What follows belongs to an exercise in optimizing a design on an open flow for small area, a short achievable clock period and few clock cycles per item; a production flow would make more cautious choices. At most, simulation tests tie the RTL to the original design; equivalence was not proved.

==> run a <==
## fpu_pipe_unit
module fpu_pipe_unit #(
    parameter int EXP_W = 8,
    parameter int MAN_W = 23,
    parameter int TAG_W = 4
) (
    input  logic                 clk,
    input  logic                 rst_n,
    input  logic                 in_valid,
    output logic                 in_ready,
    input  logic [1:0]           in_op,
    input  logic [EXP_W+MAN_W:0] in_a,
    input  logic [EXP_W+MAN_W:0] in_b,
    input  logic [TAG_W-1:0]     in_tag,
    output logic                 out_valid,
    input  logic                 out_ready,
    output logic [EXP_W+MAN_W:0] out_y,
    output logic [TAG_W-1:0]     out_tag,
    output logic [3:0]           out_flags,
    output logic [3:0]           sticky,
    input  logic                 sticky_clr
);
clock: 10.0 ns
lec_check: 0
abc_area: 1
cap_margin: 20
core_margin: 2
core_utilization: 40
setup_slack_margin: 4.5
slew_margin: 20
run.sh (not shown) runs the stock make flow with config.mk's settings and CLKGATE_MAP_FILE= SYNTH_SCRIPT=/design/flow/synth_recipe.tcl, a recipe that flattens the netlist after the stock synthesis.
==> run b: changes against run a <==
- SETUP_SLACK_MARGIN: 4.5 -> 5
==> key figures <==
Outcome
  – Outcome: complete, no violations

Timing
  – Relative slew slack: 0.234
  – RSZ-0062 raised after global routing: yes

Global routing
  – Vias in the first global route: 28.0k
  – GRT Util Overall: 0.265

Worst setup path
  – Worst setup startpoint: f1_q[17]
  – WP buf/inv: 4
  – R2R cell count: 13

Min path
  – WHS Endpoint: tag3_q[1]

Finish
  – Util after Layout: 0.456
[end of results for run b]
==> key figures <==
Worst setup path
  – WP buf/inv: 3
  – Worst setup startpoint: f1_q[28]
  – R2R cell count: 11

Route
  – DR vias: 28.5k

Finish
  – Util after Layout: 0.446
  – Number of flip-flops in the largest register: 48

Timing
  – Relative slew slack: 0.198
  – RSZ-0062 raised after global routing: no

Global routing
  – Vias in the first global route: 27.5k
  – GRT Util Overall: 0.260

Min path
  – WHS Endpoint: e3_q[2]

Outcome
  – Outcome: complete, no violations
[end of results for run a]
Function was not checked in any run of this note: the RTL went through the layout flow alone.

* * *

==> inputs of cedar <==
Another version of the RTL of fpu_pipe_unit (not shown whole).
Settings: LEC_CHECK=0, ABC_AREA=1, CAP_MARGIN=20, CORE_MARGIN=2, CORE_UTILIZATION=40, SETUP_SLACK_MARGIN=5, SLEW_MARGIN=20; clock period 10.0 ns.
standard.sh (not shown) runs the stock make flow with config.mk's settings and CLKGATE_MAP_FILE= SYNTH_SCRIPT=/design/flow/synth_recipe.tcl, a recipe that flattens the netlist after the stock synthesis.
==> flow/flow/run.sh <==
#!/bin/bash
# The standard layout (standard.sh), with the port buffers that
# buffer_ports inserts made of sky130_fd_sc_hd__buf_1 cells (every input and
# output port still gets its own buffer), and timing repair asked for 5.6 ns of
# setup slack instead of config.mk's 5. The SDC, the clock period and the
# synthesis are the standard flow's.
set -euo pipefail
sed -e 's|"\${@:-finish}"|BUFFER_PORTS_ARGS="-buffer_cell sky130_fd_sc_hd__buf_1" "${@:-finish}"|' \
    -e 's/SETUP_SLACK_MARGIN=[0-9.]*/SETUP_SLACK_MARGIN=5.6/' standard.sh > standard_ports.sh
grep -q 'BUFFER_PORTS_ARGS="-buffer_cell sky130_fd_sc_hd__buf_1"' standard_ports.sh
grep -q 'SETUP_SLACK_MARGIN=5.6' standard_ports.sh
bash standard_ports.sh > standard.log 2>&1
==> inputs of maple, as changes to cedar <==
==> flow/flow/run.sh (replaced) <==
#!/bin/bash
# The standard layout (standard.sh), with the port buffers that
# buffer_ports inserts made of sky130_fd_sc_hd__buf_1 cells (every input and
# output port still gets its own buffer), and timing repair limited to
# resizing, swapping pins and buffering. Everything else is the standard flow's.
set -euo pipefail
sed 's|"\${@:-finish}"|BUFFER_PORTS_ARGS="-buffer_cell sky130_fd_sc_hd__buf_1" SETUP_MOVE_SEQUENCE=unbuffer,sizeup,swap,buffer "${@:-finish}"|' standard.sh > standard_ports.sh
grep -q 'SETUP_MOVE_SEQUENCE=unbuffer,sizeup,swap,buffer' standard_ports.sh
bash standard_ports.sh > standard.log 2>&1
==> inputs of harbor, as changes to cedar <==
--- a/flow/design.v
+++ b/flow/design.v
@@ -28,40 +28,44 @@
     assign adv      = !hv_q || out_ready;
     assign in_ready = adv;
     logic        v1_q;
     logic [3:0]  tag1_q;
     logic        mul1_q;
     logic [31:0] a1_q;
     logic [8:0]  b1_q;           
-    logic [22:0] f1_q;           
+    logic [35:0] f1_q;           
     logic        mzb1_q;         
+    logic        age1_q;         
+    logic        a_ge_in;
+    fpu_add31 u_cmp (.a(in_a[30:0]), .b(~in_b[30:0]), .ci(1'b1), .s(), .co(a_ge_in));
     logic        stk1_q;         
     logic [4:0]  tza_in, tzb_in;
     always_comb begin
         tza_in = 5'd23;
         tzb_in = 5'd23;
         for (int i = 22; i >= 0; i--) begin
             if (in_a[i]) tza_in = 5'(i);
             if (in_b[i]) tzb_in = 5'(i);
         end
     end
     logic [11:0] one_in, two_in, neg_in;
-    fpu_booth_enc u_enc (.y({1'b1, f1_q}), .one(one_in), .two(two_in), .neg(neg_in));
+    fpu_booth_enc u_enc (.y({1'b1, in_b[22:0]}), .one(one_in), .two(two_in), .neg(neg_in));
     always_ff @(posedge clk or negedge rst_n) begin
         if (!rst_n)   v1_q <= 1'b0;
         else if (adv) v1_q <= in_valid;
     end
     always_ff @(posedge clk) begin
         if (adv) begin
             tag1_q <= in_tag;
             mul1_q <= (in_op == 2'd2);
             a1_q   <= in_a;
             b1_q   <= {in_b[31] ^ (in_op == 2'd1), in_b[30:23]};
-            f1_q   <= in_b[22:0];
+            f1_q   <= (in_op == 2'd2) ? {neg_in, two_in, one_in} : {13'd0, in_b[22:0]};
             mzb1_q <= (in_b[22:0] == 23'd0);
+            age1_q <= a_ge_in;
             stk1_q <= ({1'b0, tza_in} + {1'b0, tzb_in}) < 6'd20;
         end
     end
     logic       sa, sb;
     logic [7:0] ea, eb;
     logic [22:0] ma, mb;
     logic       za, zb, ia, ib, na, nb, fa, fb;
@@ -97,23 +101,23 @@
             if (ia && ib && (sa != sb)) spk2 = K_NV;
             else if (ia) begin spk2 = K_INF; sps2 = sa; end
             else if (ib) begin spk2 = K_INF; sps2 = sb; end
             else sp2 = 1'b0;
         end
     end
     logic [47:0] ps, pc;
-    fpu_mul_cs24 u_mul (.x({1'b1, ma}), .one(one_in), .two(two_in), .neg(neg_in),
+    fpu_mul_cs24 u_mul (.x({1'b1, ma}), .one(f1_q[11:0]), .two(f1_q[23:12]), .neg(f1_q[35:24]),
                         .y23(1'b1), .s(ps), .c(pc));
     logic [9:0] mexp;
     assign mexp = {2'b00, ea} + {2'b00, eb} - 10'd127;
     logic        a_ge;
     logic [7:0]  dab, dba, ediff, ebig;
     logic [23:0] sig_big, sig_sml;
     logic        sub2, sgn_add;
-    fpu_add31 u_cmp (.a(a1_q[30:0]), .b(~{eb, mb}), .ci(1'b1), .s(), .co(a_ge));
+    assign a_ge    = age1_q;
     assign dab     = ea - eb;
     assign dba     = eb - ea;
     assign ediff   = a_ge ? dab : dba;
     assign ebig    = a_ge ? ea : eb;
     assign sig_big = a_ge ? (za ? 24'd0 : {1'b1, ma}) : (zb ? 24'd0 : {1'b1, mb});
     assign sig_sml = a_ge ? (zb ? 24'd0 : {1'b1, mb}) : (za ? 24'd0 : {1'b1, ma});
     assign sub2    = sa ^ sb;
==> flow/run.sh (new file) <==
#!/bin/bash
# synth_recipe.tcl (not shown) runs the flow's synth.tcl, then flattens the netlist and writes it again
# the make line also repeats each setting of config.mk as NAME=value (left out here)
make -C /OpenROAD-flow-scripts/flow DESIGN_CONFIG=/design/flow/config.mk WORK_HOME=/design/flow/orfs CLKGATE_MAP_FILE= SYNTH_SCRIPT=/design/flow/synth_recipe.tcl finish
removed: flow/flow/run.sh
removed: flow/standard.sh
==> inputs of willow, as changes to cedar <==
--- a/flow/design.v
+++ b/flow/design.v
@@ -26,63 +26,62 @@
     logic adv;           
     logic hv_q;          
     assign adv      = !hv_q || out_ready;
     assign in_ready = adv;
     logic        v1_q;
     logic [3:0]  tag1_q;
     logic        mul1_q;
-    logic [31:0] a1_q;
-    logic [8:0]  b1_q;           
-    logic [22:0] f1_q;           
-    logic        mzb1_q;         
+    logic [31:0] x1_q, y1_q;
+    logic [31:0] bx_in;
+    logic        a_ge;
+    assign bx_in = {in_b[31] ^ (in_op == 2'd1), in_b[30:0]};
+    fpu_add31 u_cmp (.a(in_a[30:0]), .b(~in_b[30:0]), .ci(1'b1), .s(), .co(a_ge));
     logic        stk1_q;         
     logic [4:0]  tza_in, tzb_in;
     always_comb begin
         tza_in = 5'd23;
         tzb_in = 5'd23;
         for (int i = 22; i >= 0; i--) begin
             if (in_a[i]) tza_in = 5'(i);
             if (in_b[i]) tzb_in = 5'(i);
         end
     end
     logic [11:0] one_in, two_in, neg_in;
-    fpu_booth_enc u_enc (.y({1'b1, f1_q}), .one(one_in), .two(two_in), .neg(neg_in));
+    fpu_booth_enc u_enc (.y({1'b1, y1_q[22:0]}), .one(one_in), .two(two_in), .neg(neg_in));
     always_ff @(posedge clk or negedge rst_n) begin
         if (!rst_n)   v1_q <= 1'b0;
         else if (adv) v1_q <= in_valid;
     end
     always_ff @(posedge clk) begin
         if (adv) begin
             tag1_q <= in_tag;
             mul1_q <= (in_op == 2'd2);
-            a1_q   <= in_a;
-            b1_q   <= {in_b[31] ^ (in_op == 2'd1), in_b[30:23]};
-            f1_q   <= in_b[22:0];
-            mzb1_q <= (in_b[22:0] == 23'd0);
+            x1_q   <= a_ge ? in_a : bx_in;
+            y1_q   <= a_ge ? bx_in : in_a;
             stk1_q <= ({1'b0, tza_in} + {1'b0, tzb_in}) < 6'd20;
         end
     end
     logic       sa, sb;
     logic [7:0] ea, eb;
     logic [22:0] ma, mb;
     logic       za, zb, ia, ib, na, nb, fa, fb;
-    assign sa = a1_q[31];
-    assign sb = b1_q[8];
-    assign ea = a1_q[30:23];
-    assign eb = b1_q[7:0];
-    assign ma = a1_q[22:0];
-    assign mb = f1_q[22:0];
+    assign sa = x1_q[31];
+    assign sb = y1_q[31];
+    assign ea = x1_q[30:23];
+    assign eb = y1_q[30:23];
+    assign ma = x1_q[22:0];
+    assign mb = y1_q[22:0];
     assign za = (ea == 8'd0);
     assign zb = (eb == 8'd0);
     assign fa = (ea == 8'hFF);
     assign fb = (eb == 8'hFF);
     assign ia = fa && (ma == 23'd0);
-    assign ib = fb && mzb1_q;
+    assign ib = fb && (mb == 23'd0);
     assign na = fa && (ma != 23'd0);
-    assign nb = fb && !mzb1_q;
+    assign nb = fb && (mb != 23'd0);
     logic       sp2;
     logic [1:0] spk2;
     logic       sps2;
     always_comb begin
         sp2  = 1'b1;
         spk2 = K_NAN;
         sps2 = sa ^ sb;
@@ -101,27 +100,23 @@
         end
     end
     logic [47:0] ps, pc;
     fpu_mul_cs24 u_mul (.x({1'b1, ma}), .one(one_in), .two(two_in), .neg(neg_in),
                         .y23(1'b1), .s(ps), .c(pc));
     logic [9:0] mexp;
     assign mexp = {2'b00, ea} + {2'b00, eb} - 10'd127;
-    logic        a_ge;
-    logic [7:0]  dab, dba, ediff, ebig;
+    logic [7:0]  ediff, ebig;
     logic [23:0] sig_big, sig_sml;
     logic        sub2, sgn_add;
-    fpu_add31 u_cmp (.a(a1_q[30:0]), .b(~{eb, mb}), .ci(1'b1), .s(), .co(a_ge));
-    assign dab     = ea - eb;
-    assign dba     = eb - ea;
-    assign ediff   = a_ge ? dab : dba;
-    assign ebig    = a_ge ? ea : eb;
-    assign sig_big = a_ge ? (za ? 24'd0 : {1'b1, ma}) : (zb ? 24'd0 : {1'b1, mb});
-    assign sig_sml = a_ge ? (zb ? 24'd0 : {1'b1, mb}) : (za ? 24'd0 : {1'b1, ma});
+    assign ediff   = ea - eb;
+    assign ebig    = ea;
+    assign sig_big = za ? 24'd0 : {1'b1, ma};
+    assign sig_sml = zb ? 24'd0 : {1'b1, mb};
     assign sub2    = sa ^ sb;
-    assign sgn_add = a_ge ? sa : sb;
+    assign sgn_add = sa;
     logic [26:0] al0, al1, al2, al3, al4, al5, sml_al;
     logic        st1, st2, st3, st4, st5, big_sh;
     assign big_sh = (ediff[7:5] != 3'd0);
     assign al0 = {sig_sml, 3'b000};
     assign st1 = ediff[4] && (al0[15:0] != 16'd0);
     assign al1 = ediff[4] ? {16'd0, al0[26:16]} : al0;
     assign st2 = ediff[3] && (al1[7:0] != 8'd0);
@@ -140,15 +135,15 @@
     logic [1:0]  spk2_q;
     logic [9:0]  e2_q;
     logic [31:0] r0_q, r1_q;     
     logic        ci2_q, st2_q;   
     logic        zz2_q;          
     logic        c16, a_eq, zz2;
     fpu_add16 u_low (.a(ps[15:0]), .b(pc[15:0]), .s(), .co(c16));
-    assign a_eq = (a1_q[30:0] == {eb, mb});
+    assign a_eq = (x1_q[30:0] == y1_q[30:0]);
     assign zz2  = !mul1_q && ((za && zb) || (sub2 && a_eq));
     always_ff @(posedge clk or negedge rst_n) begin
         if (!rst_n)   v2_q <= 1'b0;
         else if (adv) v2_q <= v1_q;
     end
     always_ff @(posedge clk) begin
         if (adv) begin
==> flow/flow/run.sh (replaced) <==
#!/bin/bash
# The standard layout (standard.sh), with the port buffers that
# buffer_ports inserts made of sky130_fd_sc_hd__buf_1 cells (every input and
# output port still gets its own buffer). Everything else is the standard flow's.
set -euo pipefail
sed 's|"\${@:-finish}"|BUFFER_PORTS_ARGS="-buffer_cell sky130_fd_sc_hd__buf_1" "${@:-finish}"|' standard.sh > standard_ports.sh
grep -q 'BUFFER_PORTS_ARGS="-buffer_cell sky130_fd_sc_hd__buf_1"' standard_ports.sh
bash standard_ports.sh > standard.log 2>&1
==> notes <==
cedar went through all stages and came out clean. willow completed without violations. maple passed the timing, design-rule and antenna checks. harbor ran to the end with no violations. Non-clock buffer count: maple < willow < harbor < cedar. The lowest maximum frequency belongs to harbor, the highest to cedar. Worst hold slack: cedar > willow > harbor > maple. Between harbor and maple, the lower global-route usage is in maple (gap 0.32 points). Clock-buffer cell count: maple is lower than cedar (7). In harbor the via count is larger than in maple, by about 2.8%. In willow the worst setup slack is worse than in maple, by 25 ps. In synthesized cell count, maple and cedar do not differ.
Testbench counts of cedar, summed over its fixed seeds: cycles 12,032, items 12,000.
Testbench counts of maple, summed over its fixed seeds: cycles 12,032, items 12,000.
Testbench counts of willow, summed over its fixed seeds: cycles 12,032, items 12,000.
The RTL of harbor was laid out without a check of its function.

-- separate check: timing with driven ports --
Ports are ideal in the flow. The routed layouts listed here were re-timed in OpenROAD. Step 1 assumes that a clkbuf_16 drives the clock port and a buf_2 every other input. Step 2, shift: input delay + t, output delay - t, t = (earliest + latest rising clock arrival at the registers) / 2. This alone moves slack from input paths to output paths. Three values: no drivers, after step 1, after step 2; two values: the first two.
run	t, ns	slack for setup (ns)	worst slew at a driven data input, ns
run a	0.629	4.573 / 4.573 / 4.573	0.06
run b	0.641	5.043 / 5.043 / 4.633	0.05
cedar	0.670	5.280 / 5.280 / 5.280	0.08
maple	0.647	5.071 / 5.071 / 5.071	0.07
harbor	0.663	4.927 / 4.927 / 4.927	0.08
willow	0.673	5.046 / 5.046 / 4.719	0.05
After both steps every run listed still meets setup and hold. For run b, which loses most, drivers alone change the setup slack by 0.000 ns; drivers and shift together by -0.410 ns.
